What follows belongs to an exercise in optimizing a design on an open flow for small area, a short achievable clock period and few clock cycles per item; a production flow would make more cautious choices.
Function was checked by simulation only, so behaviour that the tests miss may differ from the original.
No activity file was given, so power comes from the tool's default toggle rates.

==> inputs of nickel <==
==> flow/design.v (excerpt) <==
module add_seq_ctrl
#(
    parameter int unsigned N     = add_seq_pkg::ADDSEQ_N,
    parameter int unsigned WORDS = add_seq_pkg::ADDSEQ_WORDS
) (
    input  logic             clk,
    input  logic             rst,
    input  logic             in_valid,
    output logic             in_ready,
    input  logic [N*WORDS-1:0] a,
    input  logic [N*WORDS-1:0] b,
    input  logic             cin,
    input  logic             sub,
    output logic             out_valid,
    input  logic             out_ready,
    output logic [N*WORDS-1:0] sum,
    output logic             cout
);
    localparam int unsigned W = N * WORDS;
    logic [W-1:0] b_eff;
    logic         c_eff;
    logic [W-1:0] add_sum;
    logic         add_cout;
    assign b_eff = sub ? ~b : b;
    assign c_eff = sub | cin;
    cla #(.N(W)) u_cla (
        .A    (a),
        .B    (b_eff),
        .Cin  (c_eff),
        .Sum  (add_sum),
        .Cout (add_cout)
    );
    logic         out_valid_q;    
    logic         skid_valid_q;   
    logic         in_ready_q;     
    logic [W:0]   res_q;          
    logic [W:0]   skid_q;
    logic accept, load_out;
    assign accept   = in_valid & in_ready_q;
    assign load_out = ~out_valid_q | out_ready;
    always_ff @(posedge clk or posedge rst) begin
        if (rst) begin
            out_valid_q  <= 1'b0;
            skid_valid_q <= 1'b0;
            in_ready_q   <= 1'b1;
        end else begin
  ...
export LEC_CHECK = 0
export CAP_MARGIN = 20
export CORE_MARGIN = 2
export CORE_UTILIZATION = 40
export SLEW_MARGIN = 20
create_clock -name core_clock -period 28.0 [get_ports {clk}]
standard.sh (not shown) runs the stock make flow with config.mk's settings and CLKGATE_MAP_FILE= SYNTH_SCRIPT=/design/flow/synth_recipe.tcl, a recipe that flattens the netlist after the stock synthesis.
==> flow/flow/run.sh <==
#!/bin/bash
# The standard layout (standard.sh) with changes to how it is made; the
# constraints (constraint.sdc) are the standard flow's, unchanged. ORFS keeps each tool's
# log in orfs/logs; this script's own output goes to standard.log.
MARGIN=19.7
bash standard.sh finish \
  "BUFFER_PORTS_ARGS=-buffer_cell sky130_fd_sc_hd__buf_1" \
  SETUP_SLACK_MARGIN=$MARGIN \
  PRE_RESIZE_TCL=$PWD/flow/pre_resize.tcl  "ABC_AREA=1" "DONT_USE_CELLS= sky130_fd_sc_hd__probe_p_8 sky130_fd_sc_hd__probec_p_8 sky130_fd_sc_hd__lpflow_bleeder_1 sky130_fd_sc_hd__lpflow_clkbufkapwr_1 sky130_fd_sc_hd__lpflow_clkbufkapwr_16 sky130_fd_sc_hd__lpflow_clkbufkapwr_2 sky130_fd_sc_hd__lpflow_clkbufkapwr_4 sky130_fd_sc_hd__lpflow_clkbufkapwr_8 sky130_fd_sc_hd__lpflow_clkinvkapwr_1 sky130_fd_sc_hd__lpflow_clkinvkapwr_16 sky130_fd_sc_hd__lpflow_clkinvkapwr_2 sky130_fd_sc_hd__lpflow_clkinvkapwr_4 sky130_fd_sc_hd__lpflow_clkinvkapwr_8 sky130_fd_sc_hd__lpflow_decapkapwr_12 sky130_fd_sc_hd__lpflow_decapkapwr_3 sky130_fd_sc_hd__lpflow_decapkapwr_4 sky130_fd_sc_hd__lpflow_decapkapwr_6 sky130_fd_sc_hd__lpflow_decapkapwr_8 sky130_fd_sc_hd__lpflow_inputiso0n_1 sky130_fd_sc_hd__lpflow_inputiso0p_1 sky130_fd_sc_hd__lpflow_inputiso1n_1 sky130_fd_sc_hd__lpflow_inputiso1p_1 sky130_fd_sc_hd__lpflow_inputisolatch_1 sky130_fd_sc_hd__lpflow_isobufsrc_1 sky130_fd_sc_hd__lpflow_isobufsrc_16 sky130_fd_sc_hd__lpflow_isobufsrc_2 sky130_fd_sc_hd__lpflow_isobufsrc_4 sky130_fd_sc_hd__lpflow_isobufsrc_8 sky130_fd_sc_hd__lpflow_isobufsrckapwr_16 sky130_fd_sc_hd__lpflow_lsbuf_lh_hl_isowell_tap_1 sky130_fd_sc_hd__lpflow_lsbuf_lh_hl_isowell_tap_2 sky130_fd_sc_hd__lpflow_lsbuf_lh_hl_isowell_tap_4 sky130_fd_sc_hd__lpflow_lsbuf_lh_isowell_4 sky130_fd_sc_hd__lpflow_lsbuf_lh_isowell_tap_1 sky130_fd_sc_hd__lpflow_lsbuf_lh_isowell_tap_2 sky130_fd_sc_hd__lpflow_lsbuf_lh_isowell_tap_4  sky130_fd_sc_hd__fa_1 sky130_fd_sc_hd__fa_2 sky130_fd_sc_hd__fa_4" "CORE_UTILIZATION=60" "CTS_CLUSTER_SIZE=24" "CTS_CLUSTER_DIAMETER=90" > standard.log 2>&1
==> flow/flow/pre_resize.tcl <==
# Sourced by ORFS after global placement, before repair_design (PRE_RESIZE_TCL).
source [file join [file dirname [info script]] fanout_tree.tcl]
build_port_tree sub sky130_fd_sc_hd__buf_4 16
Other scripts of this flow, unchanged in this note and not shown: flow/flow/fanout_tree.tcl
==> inputs of xenon, as changes to nickel <==
==> flow/flow/run.sh (replaced) <==
#!/bin/bash
# Layout flow: the standard ORFS flow (standard.sh, which runs the standard
# synthesis), with these changes to how the layout is made. The constraints
# (constraint.sdc: clock period, I/O delays, loads) are the standard flow's, unchanged.
#  - ABC_AREA=1 and the full-adder cells left out of synthesis (DONT_USE_CELLS
#    is the platform's list plus fa_1/2/4): the slow fa cells no longer sit on
#    the carry paths; registers are unaffected.
#  - Ports are buffered with buf_1 rather than the delay buffer buffer_ports
#    picks by default (every port still gets its own buffer).
#  - After global placement, the wide sub net gets a two-level buffer tree
#    placed near its loads (flow/pre_resize.tcl, flow/fanout_tree.tcl).
#  - Timing repair aims for SETUP_SLACK_MARGIN ns of extra setup slack.
#  - 60% core utilisation; CTS clusters of up to 24 sinks within 90 um.
# ORFS keeps each tool's full log in orfs/logs/; this script's output goes to
# standard.log.
MARGIN=19.5
bash standard.sh finish \
  "BUFFER_PORTS_ARGS=-buffer_cell sky130_fd_sc_hd__buf_1" \
  SETUP_SLACK_MARGIN=$MARGIN \
  PRE_RESIZE_TCL=$PWD/flow/pre_resize.tcl \
  ABC_AREA=1 \
  "DONT_USE_CELLS= sky130_fd_sc_hd__probe_p_8 sky130_fd_sc_hd__probec_p_8 sky130_fd_sc_hd__lpflow_bleeder_1 sky130_fd_sc_hd__lpflow_clkbufkapwr_1 sky130_fd_sc_hd__lpflow_clkbufkapwr_16 sky130_fd_sc_hd__lpflow_clkbufkapwr_2 sky130_fd_sc_hd__lpflow_clkbufkapwr_4 sky130_fd_sc_hd__lpflow_clkbufkapwr_8 sky130_fd_sc_hd__lpflow_clkinvkapwr_1 sky130_fd_sc_hd__lpflow_clkinvkapwr_16 sky130_fd_sc_hd__lpflow_clkinvkapwr_2 sky130_fd_sc_hd__lpflow_clkinvkapwr_4 sky130_fd_sc_hd__lpflow_clkinvkapwr_8 sky130_fd_sc_hd__lpflow_decapkapwr_12 sky130_fd_sc_hd__lpflow_decapkapwr_3 sky130_fd_sc_hd__lpflow_decapkapwr_4 sky130_fd_sc_hd__lpflow_decapkapwr_6 sky130_fd_sc_hd__lpflow_decapkapwr_8 sky130_fd_sc_hd__lpflow_inputiso0n_1 sky130_fd_sc_hd__lpflow_inputiso0p_1 sky130_fd_sc_hd__lpflow_inputiso1n_1 sky130_fd_sc_hd__lpflow_inputiso1p_1 sky130_fd_sc_hd__lpflow_inputisolatch_1 sky130_fd_sc_hd__lpflow_isobufsrc_1 sky130_fd_sc_hd__lpflow_isobufsrc_16 sky130_fd_sc_hd__lpflow_isobufsrc_2 sky130_fd_sc_hd__lpflow_isobufsrc_4 sky130_fd_sc_hd__lpflow_isobufsrc_8 sky130_fd_sc_hd__lpflow_isobufsrckapwr_16 sky130_fd_sc_hd__lpflow_lsbuf_lh_hl_isowell_tap_1 sky130_fd_sc_hd__lpflow_lsbuf_lh_hl_isowell_tap_2 sky130_fd_sc_hd__lpflow_lsbuf_lh_hl_isowell_tap_4 sky130_fd_sc_hd__lpflow_lsbuf_lh_isowell_4 sky130_fd_sc_hd__lpflow_lsbuf_lh_isowell_tap_1 sky130_fd_sc_hd__lpflow_lsbuf_lh_isowell_tap_2 sky130_fd_sc_hd__lpflow_lsbuf_lh_isowell_tap_4  sky130_fd_sc_hd__fa_1 sky130_fd_sc_hd__fa_2 sky130_fd_sc_hd__fa_4" \
  CORE_UTILIZATION=60 CTS_CLUSTER_SIZE=24 CTS_CLUSTER_DIAMETER=90 \
  > standard.log 2>&1
==> flow/flow/pre_resize.tcl (replaced) <==
# Sourced by ORFS after global placement, before repair_design (PRE_RESIZE_TCL).
# The sub input fans out to every bit of the adder; give it a two-level buffer
# tree whose leaf buffers sit next to the loads they drive.
source [file join [file dirname [info script]] fanout_tree.tcl]
build_port_tree sub sky130_fd_sc_hd__buf_4 16
==> results.txt <==
	nickel	xenon
Power share of the sequential group	46.1%	47.7%
Cell with the most instances on the worst path	sky130_fd_sc_hd__nand2_1	sky130_fd_sc_hd__nand2_2
Pwr/cell area	65.8 nW/um2	67.6 nW/um2
Multi-input gate share of the layout cell area	45.6%	44.7%
Max transition margin	25.9%	28.4%
Filler cell count	3774	4088
Leakage power	17.3 nW	16.5 nW
Insertion delay of the later-clocked pin in the worst-skew pair	0.61 ns	0.60 ns
Global-route met3 utilization	7.49%	8.35%
Clock buffers and inverters, area share	2.21%	2.43%
End of the worst hold path	skid_q[72]	skid_q[227]
Run status	timing/DRC/antenna clean	timing/DRC/antenna clean
Nonclk buf count	924	834
Placed cell count	4836	4835
Final Instance Count excl. Fillers	5030	4939
FF-to-FF End	res_q[135]	res_q[256]
Testbench counts of nickel, summed over its fixed seeds: cycles 1,288, items 1,280.
Testbench counts of xenon, summed over its fixed seeds: cycles 1,288, items 1,280.

==> what the ideal ports hide <==
Ports are ideal in the flow. The routed layouts listed here were re-timed in OpenROAD.
Step 1, drivers: a clkbuf_16 drives clk and a buf_2 each remaining input, both assumed.
Step 2 also shifts input and output timing later by t, the mid clock arrival at the registers, as if the neighbouring blocks saw the same clock.
Three values: ideal, step 1, step 2; two values: the first two.
run | t (ns) | slack for setup (ns) | slew at the worst register clock pin (ns) | cell pins on the clock port's net
nickel | 0.657 | 19.523 / 19.335 / 18.678 | 0.10 / 0.10 | 1
xenon | 0.649 | 19.644 / 19.438 / 18.790 | 0.10 / 0.10 | 1
After both steps every run listed still meets setup and hold. The setup slack of xenon, which loses most, moves by -0.206 ns with the drivers and by -0.854 ns with both steps.
